Source: an optimization exercise on an open RTL-to-GDS flow (aim: small area). Production flows keep margins and buffers that such runs may drop. Function was checked by simulation only, so behaviour that the tests miss may differ from the original. Power is estimated from default activity; no workload was simulated. The flow treats the clock pin as an ideal source, which a real chip does not have.

Design weight_update_stack, start of the top module:
module weight_update_stack #(
    parameter int data_size      = gdo_pkg::GDO_DATA_SIZE,
    parameter int size           = gdo_pkg::GDO_SIZE,
    parameter int max_layer_size = 4,
    parameter int lr_shift       = 4
) (
    input  logic                        clk,
    input  logic                        reset,
    input  logic [data_size*size-1:0]   dc_dw_stream,
    input  logic                        dc_dw_valid,
    input  logic [31:0]                 dc_dw_layer_index,
    input  logic                        batch_end,
    input  logic                        read_req,
    input  logic [31:0]                 read_layer_index,
    input  logic                        wr_en,
    input  logic [31:0]                 wr_layer,
    input  logic [31:0]                 wr_row,
    input  logic [data_size*size-1:0]   wr_data,
    output logic                        ready,
    output logic [data_size*size-1:0]   weight_stream,
    output logic                        weight_valid,
    output logic [31:0]                 weight_row,
    output logic                        drop_err
);
    localparam int NL = max_layer_size;
    localparam int LW = (NL > 1) ? $clog2(NL) : 1;
    localparam int RW = 2;
    localparam int DW = data_size;
    localparam int ROW_BITS   = size * DW;
    localparam int LAYER_BITS = size * ROW_BITS;
    localparam int STORE_BITS = NL * LAYER_BITS;
  ...
Size in the first run: ~3100 cells after synthesis, about 310 I/O pins, ~50000 sq um of cells after synthesis.
Settings: LEC_CHECK=0, CAP_MARGIN=5, CELL_PAD_IN_SITES_DETAIL_PLACEMENT=0, CELL_PAD_IN_SITES_GLOBAL_PLACEMENT=1, CORE_MARGIN=2, CORE_UTILIZATION=65, PLACE_DENSITY=0.75, SLEW_MARGIN=5; clock period 12.0 ns.
standard.sh (not shown) runs the stock make flow with config.mk's settings and CLKGATE_MAP_FILE= SYNTH_SCRIPT=/design/flow/synth_recipe.tcl, a recipe that flattens the netlist after the stock synthesis.
==> flow/flow/run.sh <==
#!/bin/bash
set -euo pipefail
export BUFFER_PORTS_ARGS="-buffer_cell sky130_fd_sc_hd__buf_1"
export CTS_ARGS="-sink_clustering_enable -repair_clock_nets -sink_clustering_size 30 -sink_clustering_max_diameter 120 -dont_use_dummy_load"
bash standard.sh > standard.log 2>&1
The starting point finished clean.
Change:
Settings changed: CORE_UTILIZATION 65 to 72, PLACE_DENSITY 0.75 to 0.82.
Clock skew hardly moves.
Non-clock buffer count went down by 24.
Global-route usage rises by 4.2 points.
Cell count fell by a few percent.
Via count is higher slightly.
Power is higher slightly.
Combinational power stays flat.

* * *

## main
Another version of the RTL of weight_update_stack (not shown whole).
Size in the first run: about 3,300 cells after synthesis, ~310 I/O pins, about 0.050 mm^2 of cells after synthesis.
export LEC_CHECK = 0
export CAP_MARGIN = 5
export CELL_PAD_IN_SITES_DETAIL_PLACEMENT = 0
export CELL_PAD_IN_SITES_GLOBAL_PLACEMENT = 1
export CORE_MARGIN = 2
export CORE_UTILIZATION = 55
export CTS_CLUSTER_DIAMETER = 120
export CTS_CLUSTER_SIZE = 30
export PLACE_DENSITY = 0.65
export SLEW_MARGIN = 5
create_clock -name core_clock -period 12.0 [get_ports {clk}]
Scripts as last shown in full above: flow/flow/run.sh
main was carried through to the last stage, and its layout satisfied the timing, DRC and antenna checks.
[inputs] the feature branch vs main
- CTS_CLUSTER_DIAMETER no longer set, was 120
- CTS_CLUSTER_SIZE no longer set, was 30
- PLACE_DENSITY now 0.75, was 0.65
- CORE_UTILIZATION now 65, was 55
Results
- Changes observed in the feature branch relative to main: number of iterations in the first detailed-routing pass closely matched the old numbers; fraction of the cycle the final worst path needs now larger; clock power closely matched the old numbers.

* * *

## job 5099
Another version of the RTL of weight_update_stack (not shown whole).
For scale: about 1,200 flip-flops, roughly 310 I/O pins, ~0.050 sq mm of cells after synthesis.
==> flow/config.mk <==
export PLATFORM = sky130hd
export DESIGN_NAME = weight_update_stack
export DESIGN_NICKNAME = weight_update_stack
export VERILOG_FILES = /design/flow/design.v
export SDC_FILE = /design/flow/constraint.sdc
export NUM_CORES = 4
export LEC_CHECK = 0
export CAP_MARGIN = 0
export CELL_PAD_IN_SITES_DETAIL_PLACEMENT = 0
export CELL_PAD_IN_SITES_GLOBAL_PLACEMENT = 1
export CORE_MARGIN = 2
export CORE_UTILIZATION = 55
export PLACE_DENSITY = 0.65
export SLEW_MARGIN = 0
==> flow/constraint.sdc <==
create_clock -name core_clock -period 12.0 [get_ports {clk}]
set_input_delay 2.4000 -clock core_clock [delete_from_list [all_inputs] [get_ports {clk}]]
set_output_delay 2.4000 -clock core_clock [all_outputs]
set_load 0.01 [all_outputs]
Scripts as last shown in full above: flow/flow/run.sh
Job 5099 did not stop at any stage, and its layout met the timing, DRC and antenna checks.
Modified inputs, job 8066 compared to job 5099
==> flow/run.sh (new file) <==
#!/bin/bash
# synth_recipe.tcl (not shown) runs the flow's synth.tcl, then flattens the netlist and writes it again
# the make line also repeats each setting of config.mk as NAME=value (left out here)
make -C /OpenROAD-flow-scripts/flow DESIGN_CONFIG=/design/flow/config.mk WORK_HOME=/design/flow/orfs CLKGATE_MAP_FILE= SYNTH_SCRIPT=/design/flow/synth_recipe.tcl finish
-- flow/config.mk --
<<< job 5099, line 7
export LEC_CHECK = 0
export CAP_MARGIN = 0
export CELL_PAD_IN_SITES_DETAIL_PLACEMENT = 0
>>> job 8066, line 7
export LEC_CHECK = 0
export CAP_MARGIN = 20
export CELL_PAD_IN_SITES_DETAIL_PLACEMENT = 0
<<< job 5099, line 13
export PLACE_DENSITY = 0.65
export SLEW_MARGIN = 0
>>> job 8066, line 13
export PLACE_DENSITY = 0.65
export SLEW_MARGIN = 20
removed: flow/flow/run.sh
removed: flow/standard.sh
Results
- Job 5099 and job 8066 ended up with nearly the same number of failing hold endpoints at the final stage.
- Job 5099 closes out successfully: all stages finished, all timing, DRC and antenna checks passed.
- Looking at the reports, job 8066 completed the entire flow and the layout it produced met the timing, DRC and antenna checks.
- Compared with job 5099, met3 wire length in job 8066 increased by a little under 10%.
- Going from job 5099 to job 8066, global-route wire length before repair up 3.5 mm, minimum period implied by the final worst setup slack up 0.11 ns.
- From job 5099 to job 8066 the numbers moved as follows: final non-filler cell area higher, logic gate share of total power moved down, worst setup margin lower.
- Job 8066: clock network power share higher than job 5099
- Looking at pin count of the biggest net entering global routing, job 8066 sits below job 5099.
Inputs modified between job 8066 and job 7027:
==> flow/flow/run.sh (new file) <==
#!/bin/bash
set -euo pipefail
export BUFFER_PORTS_ARGS="-buffer_cell sky130_fd_sc_hd__buf_1"
export CTS_ARGS="-sink_clustering_enable -repair_clock_nets -sink_clustering_size 30 -sink_clustering_max_diameter 120 -dont_use_dummy_load"
bash standard.sh > standard.log 2>&1
==> flow/standard.sh (new file) <==
#!/bin/bash
# synth_recipe.tcl (not shown) runs the flow's synth.tcl, then flattens the netlist and writes it again
# the make line also repeats each setting of config.mk as NAME=value (left out here)
make -C /OpenROAD-flow-scripts/flow DESIGN_CONFIG=/design/flow/config.mk WORK_HOME=/design/flow/orfs CLKGATE_MAP_FILE= SYNTH_SCRIPT=/design/flow/synth_recipe.tcl "${@:-finish}"
-- flow/config.mk --
<<< job 8066, line 7
export LEC_CHECK = 0
export CAP_MARGIN = 20
export CELL_PAD_IN_SITES_DETAIL_PLACEMENT = 0
>>> job 7027, line 7
export LEC_CHECK = 0
export CAP_MARGIN = 5
export CELL_PAD_IN_SITES_DETAIL_PLACEMENT = 0
<<< job 8066, line 12
export CORE_UTILIZATION = 55
export PLACE_DENSITY = 0.65
export SLEW_MARGIN = 20
>>> job 7027, line 12
export CORE_UTILIZATION = 55
export CTS_CLUSTER_DIAMETER = 120
export CTS_CLUSTER_SIZE = 30
export PLACE_DENSITY = 0.65
export SLEW_MARGIN = 5
removed: flow/run.sh
==> comparison <==
All of job 7027 and job 8066 finish clean. Diff job 8066 -> job 7027: count of clock-buffer cells in the layout now sits lower; power now sits lower; total wire length now sits lower. For job 7027, the capture point of the worst path was weight_q[376], unlike job 8066, where it was weight_q[66].

-- port drivers added, routing unchanged --
The flow's constraints put no driver on any port. The routed layouts listed below were extracted and timed again, unchanged, in two steps. Step 1, drivers: a clkbuf_16 drives clk and a buf_2 each remaining input, both assumed. Step 2 moves the port delays by t, midway between the first and last clock arrival at a register: inputs arrive t later, outputs are due t later. That takes back most of the time a late clock gives input paths. a / b / c = ideal / step 1 / step 2; a / b = the first two.
run	t (ns)	setup slack, ns	hold slack, ns	cell pins on the clock port's net
the first run of note 1	0.694	0.318 / 0.361 / -0.333	0.525 / 0.525 / 0.525	1
the second run of note 1	0.686	0.261 / 0.291 / -0.396	0.529 / 0.529 / 0.529	1
main	0.684	0.381 / 0.420 / -0.265	0.533 / 0.533 / 0.533	1
the feature branch	0.697	0.232 / 0.280 / -0.417	0.534 / 0.534 / 0.534	1
job 5099	0.691	0.395 / 0.429 / -0.262	0.526 / 0.526 / 0.526	1
job 8066	0.771	0.287 / 0.329 / -0.442	0.526 / 0.526 / 0.526	1
job 7027	0.691	0.395 / 0.429 / -0.262	0.526 / 0.526 / 0.526	1
Met with ideal ports but missed after step 2: setup timing in every run listed. The setup slack of job 8066, which loses most, moves by +0.042 ns with the drivers and by -0.729 ns with both steps.
